What follows belongs to an exercise in optimizing a design on an open flow for small area, a short achievable clock period and few clock cycles; a production flow would make more cautious choices. In this exercise RTL edits were held to simulation tests only and were not proved equivalent to the original.

v6:
==> flow/design.v <==
package acc_drain_requant_pkg;
    localparam int ACC_WIDTH   = 32;    
    localparam int ACT_WIDTH   = 8;     
    localparam int REQ_SCALE_W = 16;    
    localparam int REQ_SHIFT_W = 5;     
    localparam int PROD_W      = ACC_WIDTH + REQ_SCALE_W;   
endpackage
import acc_drain_requant_pkg::*;
module acc_drain_requant_requant_stage (
    input  logic                 clk,
    input  logic [ACC_WIDTH-1:0] acc_i,
    input  logic                 ovf_i,
    input  logic [8:0]           b_one_i,      
    input  logic [8:0]           b_two_i,
    input  logic [8:0]           b_neg_i,
    input  logic [3:0]           sh_hi_i,      
    input  logic [7:0]           sh_lo_i,      
    input  logic [REQ_SHIFT_W-1:0] shift_i,    
    output logic [ACT_WIDTH-1:0] data_o,
    output logic                 sat_o
);
    localparam int W = PROD_W;
    logic [33:0]  ax;
    logic [8:0]   b_one, b_two, b_neg;
    logic [33:0]  r [9];
    logic [W-1:0] pp [9];
    always_comb begin
        ax = {{2{acc_i[31]}}, acc_i};
        b_one = b_one_i;
        b_two = b_two_i;
        b_neg = b_neg_i;
        for (int j = 0; j < 9; j++) begin
            for (int i = 0; i < 34; i++) begin
                r[j][i] = ((b_one[j] & ax[i]) | (b_two[j] & ((i == 0) ? 1'b0 : ax[i-1]))) ^ b_neg[j];
            end
        end
        pp[0] = '0;
        pp[0][32:0] = r[0][32:0];
        pp[0][33] = r[0][33];
        pp[0][34] = r[0][33];
        pp[0][35] = ~r[0][33];
        for (int i = 36; i < W; i += 2) pp[0][i] = 1'b1;
        for (int j = 1; j < 9; j++) begin
            pp[j] = '0;
            for (int i = 0; i < 33; i++) if (2*j + i < W) pp[j][2*j+i] = r[j][i];
            if (2*j + 33 < W) pp[j][2*j+33] = ~r[j][33];
            pp[j][2*j-2] = b_neg[j-1];
        end
    end
    function automatic logic [2*W-1:0] csa(input logic [W-1:0] x, input logic [W-1:0] y,
                                           input logic [W-1:0] z);
        logic [W-1:0] s, c;
        s = x ^ y ^ z;
        c = ((x & y) | (x & z) | (y & z)) << 1;
        csa = {c, s};
    endfunction
    logic [W-1:0] l1 [6];
    logic [W-1:0] l2 [4];
    logic [W-1:0] l3 [3];
    always_comb begin
        for (int g = 0; g < 3; g++) {l1[2*g+1], l1[2*g]} = csa(pp[3*g], pp[3*g+1], pp[3*g+2]);
        for (int g = 0; g < 2; g++) {l2[2*g+1], l2[2*g]} = csa(l1[3*g], l1[3*g+1], l1[3*g+2]);
        {l3[1], l3[0]} = csa(l2[0], l2[1], l2[2]);
        l3[2] = l2[3];
    end
    logic [W-1:0] a_r_q [3];
    logic         a_ovf_q, a_neg_q;
    always_ff @(posedge clk) begin
        for (int k = 0; k < 3; k++) a_r_q[k] <= l3[k];
        a_ovf_q <= ovf_i;
        a_neg_q <= acc_i[ACC_WIDTH-1];
    end
    logic [W-1:0] l4 [2];
    logic [W-1:0] b_p_q;
    logic         b_ovf_q, b_neg_q;
    logic [W-1:0] pg_g [7];
    logic [W-1:0] pg_p [7];
    logic [W-1:0] sum_b;
    always_comb begin
        {l4[1], l4[0]} = csa(a_r_q[0], a_r_q[1], a_r_q[2]);
        pg_g[0] = l4[0] & l4[1];
        pg_p[0] = l4[0] ^ l4[1];
        for (int lv = 0; lv < 6; lv++) begin
            for (int i = 0; i < W; i++) begin
                if ((i >> lv) & 1) begin
                    pg_g[lv+1][i] = pg_g[lv][i] | (pg_p[lv][i] & pg_g[lv][((i >> lv) << lv) - 1]);
                    pg_p[lv+1][i] = pg_p[lv][i] & pg_p[lv][((i >> lv) << lv) - 1];
                end else begin
                    pg_g[lv+1][i] = pg_g[lv][i];
                    pg_p[lv+1][i] = pg_p[lv][i];
                end
            end
        end
        sum_b[0] = pg_p[0][0];
        for (int i = 1; i < W; i++) sum_b[i] = pg_p[0][i] ^ pg_g[6][i-1];
    end
    always_ff @(posedge clk) begin
        b_p_q   <= sum_b;
        b_ovf_q <= a_ovf_q;
        b_neg_q <= a_neg_q;
    end
    logic [W:0]          v;
    logic [16:0]         y;
    logic [9:0]          w;
    logic [10:0]         qq;
    logic [9:0]          q;
    logic [W-1:0]        mask;
    logic                ext_ok, in_rng, neg;
    always_comb begin
        v = {b_p_q, 1'b0};
        for (int j = 0; j < 17; j++) begin
            y[j] = (sh_hi_i[0] & v[j]) | (sh_hi_i[1] & v[j+8]) |
                   (sh_hi_i[2] & v[j+16]) | (sh_hi_i[3] & v[j+24]);
        end
        for (int i = 0; i < 10; i++) begin
            w[i] = |(sh_lo_i & y[i +: 8]);
        end
        for (int j = 0; j < W; j++) mask[j] = (j >= 8) && (j - 8 >= int'(shift_i));
        neg    = b_p_q[W-1];
        ext_ok = ~|((b_p_q ^ {W{neg}}) & mask);
        qq     = {w[9], w} + 11'd1;
        q      = qq[10:1];
        in_rng = ext_ok && (q[9:7] == 3'b000 || q[9:7] == 3'b111);
        if (b_ovf_q) begin
            data_o = b_neg_q ? 8'h80 : 8'h7f;
            sat_o  = 1'b1;
        end else if (in_rng) begin
            data_o = q[7:0];
            sat_o  = 1'b0;
        end else begin
            data_o = neg ? 8'h80 : 8'h7f;
            sat_o  = 1'b1;
        end
    end
endmodule
import acc_drain_requant_pkg::*;
module acc_drain_requant (
    input  logic                   clk,
    input  logic                   rst_n,
    input  logic                   start,
    input  logic [16*ACC_WIDTH-1:0] acc_in,
    input  logic [15:0]            ovf_in,
    input  logic [REQ_SCALE_W-1:0] scale,
    input  logic [REQ_SHIFT_W-1:0] shift,
    output logic                   clear_acc,
    output logic                   busy,
    output logic                   done,
    output logic signed [ACT_WIDTH-1:0] out_data,
    output logic                   out_valid,
    input  logic                   out_ready,
    output logic                   out_last,
    output logic                   out_sat
);
    localparam int N = 16;
    logic                   busy_q, clear_q, done_q;
    logic [3:0]             head_q;
    logic [4:0]             nxt_q, want_q;
    logic                   v1_q, v2_q;
    logic [3:0]             i1_q, i2_q;
    logic [ACC_WIDTH:0]     ring_q [N];
    logic [8:0]             b_one_q, b_two_q, b_neg_q;
    logic [REQ_SHIFT_W-1:0] shift_q;
    logic [3:0]             sh_hi_q;
    logic [7:0]             sh_lo_q;
    logic                   ld_q;
    logic                   ov_n_q;      
    logic [17:0]            sx;
    logic accept, issue, out_free, arrive, load, drop, last_xfer;
    logic [ACT_WIDTH-1:0] res_data;
    logic                 res_sat;
    assign sx        = {2'b00, scale};
    assign busy      = busy_q;
    assign clear_acc = clear_q;
    assign done      = done_q;
    assign accept    = start & ~busy_q;
    assign issue     = busy_q & ~nxt_q[4] & (head_q == nxt_q[3:0]);
    assign out_free  = ov_n_q | out_ready;
    assign arrive    = busy_q & v2_q & ({1'b0, i2_q} == want_q);
    assign load      = arrive & out_free;
    assign drop      = arrive & ~out_free;
    assign last_xfer = ~ov_n_q & out_ready & want_q[4];
    always_ff @(posedge clk) begin
        for (int i = 0; i < N; i++) begin
            ring_q[i] <= ld_q ? {ovf_in[i], acc_in[i*ACC_WIDTH +: ACC_WIDTH]} : ring_q[(i + 1) % N];
        end
        if (!busy_q) begin
            for (int j = 0; j < 9; j++) begin
                b_neg_q[j] <= sx[2*j+1];
                b_one_q[j] <= sx[2*j] ^ ((j == 0) ? 1'b0 : sx[2*j-1]);
                b_two_q[j] <= (sx[2*j+1] & ~sx[2*j] & ~((j == 0) ? 1'b0 : sx[2*j-1])) |
                              (~sx[2*j+1] & sx[2*j] & ((j == 0) ? 1'b0 : sx[2*j-1]));
            end
            shift_q <= shift;
        end
        for (int j = 0; j < 4; j++) sh_hi_q[j] <= (shift_q[4:3] == 2'(j));
        for (int j = 0; j < 8; j++) sh_lo_q[j] <= (shift_q[2:0] == 3'(j));
    end
    always_ff @(posedge clk or negedge rst_n) begin
        if (!rst_n) begin
            busy_q    <= 1'b0;
            ld_q      <= 1'b1;
            clear_q   <= 1'b0;
            done_q    <= 1'b0;
            head_q    <= '0;
            nxt_q     <= '0;
            want_q    <= '0;
            v1_q      <= 1'b0;
            v2_q      <= 1'b0;
            out_valid <= 1'b0;
            ov_n_q    <= 1'b1;
        end else begin
            clear_q <= accept;
            done_q  <= last_xfer;
            if (accept) begin
                busy_q <= 1'b1;
                ld_q   <= 1'b0;
            end else if (last_xfer) begin
                busy_q <= 1'b0;
                ld_q   <= 1'b1;
            end
            head_q <= busy_q ? head_q + 4'd1 : 4'd0;
            if (!busy_q)     nxt_q <= '0;
            else if (drop)   nxt_q <= want_q;
            else if (issue)  nxt_q <= nxt_q + 5'd1;
            if (!busy_q)     want_q <= '0;
            else if (load)   want_q <= want_q + 5'd1;
            v1_q <= issue;
            v2_q <= v1_q;
            if (load) begin
                out_valid <= 1'b1;
                ov_n_q    <= 1'b0;
            end else if (out_ready) begin
                out_valid <= 1'b0;
                ov_n_q    <= 1'b1;
            end
        end
    end
    always_ff @(posedge clk) begin
        i1_q <= nxt_q[3:0];
        i2_q <= i1_q;
        if (out_free) begin
            out_data <= res_data;
            out_sat  <= res_sat;
            out_last <= (i2_q == 4'd15);
        end
    end
    acc_drain_requant_requant_stage u_stage (
        .clk     (clk),
        .acc_i   (ring_q[0][ACC_WIDTH-1:0]),
        .ovf_i   (ring_q[0][ACC_WIDTH]),
        .b_one_i (b_one_q),
        .b_two_i (b_two_q),
        .b_neg_i (b_neg_q),
        .sh_hi_i (sh_hi_q),
        .sh_lo_i (sh_lo_q),
        .shift_i (shift_q),
        .data_o  (res_data),
        .sat_o   (res_sat)
    );
endmodule
Settings: LEC_CHECK=0, CAP_MARGIN=20, CORE_MARGIN=2, CORE_UTILIZATION=40, SLEW_MARGIN=20; clock period 10.0 ns.
standard.sh (not shown) runs the stock make flow with config.mk's settings and CLKGATE_MAP_FILE= SYNTH_SCRIPT=/design/flow/synth_recipe.tcl, a recipe that flattens the netlist after the stock synthesis.
==> flow/flow/run.sh <==
#!/bin/bash
# Own layout flow: the standard ORFS flow (standard.sh), with these changes to how the
# layout is made:
#  - ports are buffered with sky130_fd_sc_hd__buf_1 instead of the default port buffer cell
#  - repair_timing (post-CTS and post-global-route) aims for extra setup slack (flow/margin.txt),
#    so the optimiser keeps improving the critical paths below the 10 ns clock period
#  - optional clock-tree-synthesis arguments (flow/cts_args.txt)
# Make's full output goes to standard_make.log here; ORFS's per-step logs stay under orfs/logs.
set -euo pipefail
MARGIN=$(cat flow/margin.txt 2>/dev/null || echo 6.5)
ARGS=("BUFFER_PORTS_ARGS=-buffer_cell sky130_fd_sc_hd__buf_1" "SETUP_SLACK_MARGIN=${MARGIN}")
if [[ -s flow/cts_args.txt ]]; then
  ARGS+=("CTS_ARGS=$(cat flow/cts_args.txt)")
fi
bash standard.sh "${ARGS[@]}" finish > standard_make.log 2>&1
==> flow/flow/cts_args.txt <==
-sink_clustering_enable -repair_clock_nets -sink_clustering_size 20 -sink_clustering_max_diameter 100 -buf_list sky130_fd_sc_hd__clkbuf_16 -dont_use_dummy_load
==> flow/flow/margin.txt <==
7.0
Testbench counts of v6, summed over its fixed seeds: cycles 20,488.
> inputs changed (v6 -> v7)
--- a/flow/design.v
+++ b/flow/design.v
@@ -164,4 +164,5 @@
     logic [7:0]             sh_lo_q;
     logic                   ld_q;
+    logic                   rot_q;       
     logic                   ov_n_q;      
     logic [17:0]            sx;
@@ -173,8 +174,8 @@
     assign clear_acc = clear_q;
     assign done      = done_q;
-    assign accept    = start & ~busy_q;
-    assign issue     = busy_q & ~nxt_q[4] & (head_q == nxt_q[3:0]);
+    assign accept    = start & ld_q;
+    assign issue     = ~ld_q & ~nxt_q[4] & (head_q == nxt_q[3:0]);
     assign out_free  = ov_n_q | out_ready;
-    assign arrive    = busy_q & v2_q & ({1'b0, i2_q} == want_q);
+    assign arrive    = ~ld_q & v2_q & ({1'b0, i2_q} == want_q);
     assign load      = arrive & out_free;
     assign drop      = arrive & ~out_free;
@@ -182,7 +183,8 @@
     always_ff @(posedge clk) begin
         for (int i = 0; i < N; i++) begin
-            ring_q[i] <= ld_q ? {ovf_in[i], acc_in[i*ACC_WIDTH +: ACC_WIDTH]} : ring_q[(i + 1) % N];
-        end
-        if (!busy_q) begin
+            ring_q[i] <= ({(ACC_WIDTH+1){ld_q}} & {ovf_in[i], acc_in[i*ACC_WIDTH +: ACC_WIDTH]}) |
+                         ({(ACC_WIDTH+1){rot_q}} & ring_q[(i + 1) % N]);
+        end
+        if (ld_q) begin
             for (int j = 0; j < 9; j++) begin
                 b_neg_q[j] <= sx[2*j+1];
@@ -200,4 +202,5 @@
             busy_q    <= 1'b0;
             ld_q      <= 1'b1;
+            rot_q     <= 1'b0;
             clear_q   <= 1'b0;
             done_q    <= 1'b0;
@@ -219,9 +222,10 @@
                 ld_q   <= 1'b1;
             end
-            head_q <= busy_q ? head_q + 4'd1 : 4'd0;
-            if (!busy_q)     nxt_q <= '0;
+            rot_q <= ~(ld_q ? ~start : last_xfer);
+            head_q <= ld_q ? 4'd0 : head_q + 4'd1;
+            if (ld_q)         nxt_q <= '0;
             else if (drop)   nxt_q <= want_q;
             else if (issue)  nxt_q <= nxt_q + 5'd1;
-            if (!busy_q)     want_q <= '0;
+            if (ld_q)         want_q <= '0;
             else if (load)   want_q <= want_q + 5'd1;
             v1_q <= issue;
==> comparison <==
Compared with v6, v7 shows average size of a mapped cell lower by about 5.5%. v6 → v7: number of non-clock buffers in the layout up about 2.8%, maximum vdd drop went down about 4.5%, final wirelength saw an increase. v7 against v6: final setup skew +0.014 ns, share of final layout cell area taken by non-clock buffers went up 0.59 points. Post-synthesis share of cell area spent on and, or, nand and nor gates up 0.49 points in v7 wrt v6. Between v6 and v7, met3 wire length increased. As far as number of violations of the max-capacitance limit goes, v7 and v6 are indistinguishable; the numbers are identical. Number of library cell types mapped by synthesis was higher in v7 than in v6. The run showing the greater setup slack after layout is v6.
Testbench counts of v7, summed over its fixed seeds: cycles 20,488.

## separate check: timing with driven ports
The flow's constraints put no driver on any port. The routed layouts listed below were extracted and timed again, unchanged, in two steps. Step 1, drivers: a clkbuf_16 drives clk and a buf_2 each remaining input, both assumed. Step 2, shift: input delay + t, output delay - t, t = (earliest + latest rising clock arrival at the registers) / 2. This alone moves slack from input paths to output paths. a / b / c = no drivers / after step 1 / after step 2; a / b = the first two.
run | shift t [ns] | slack for setup (ns) | hold slack, ns | slew at the worst register clock pin (ns)
v6 | 0.655 | 6.832 / 6.764 / 6.774 | 0.331 / 0.331 / 0.331 | 0.09 / 0.09
v7 | 0.656 | 6.767 / 6.763 / 6.767 | 0.330 / 0.330 / 0.330 | 0.09 / 0.09
After both steps setup and hold are still met in every run listed. The setup slack of v6, which loses most, moves by -0.068 ns with the drivers and by -0.058 ns with both steps.
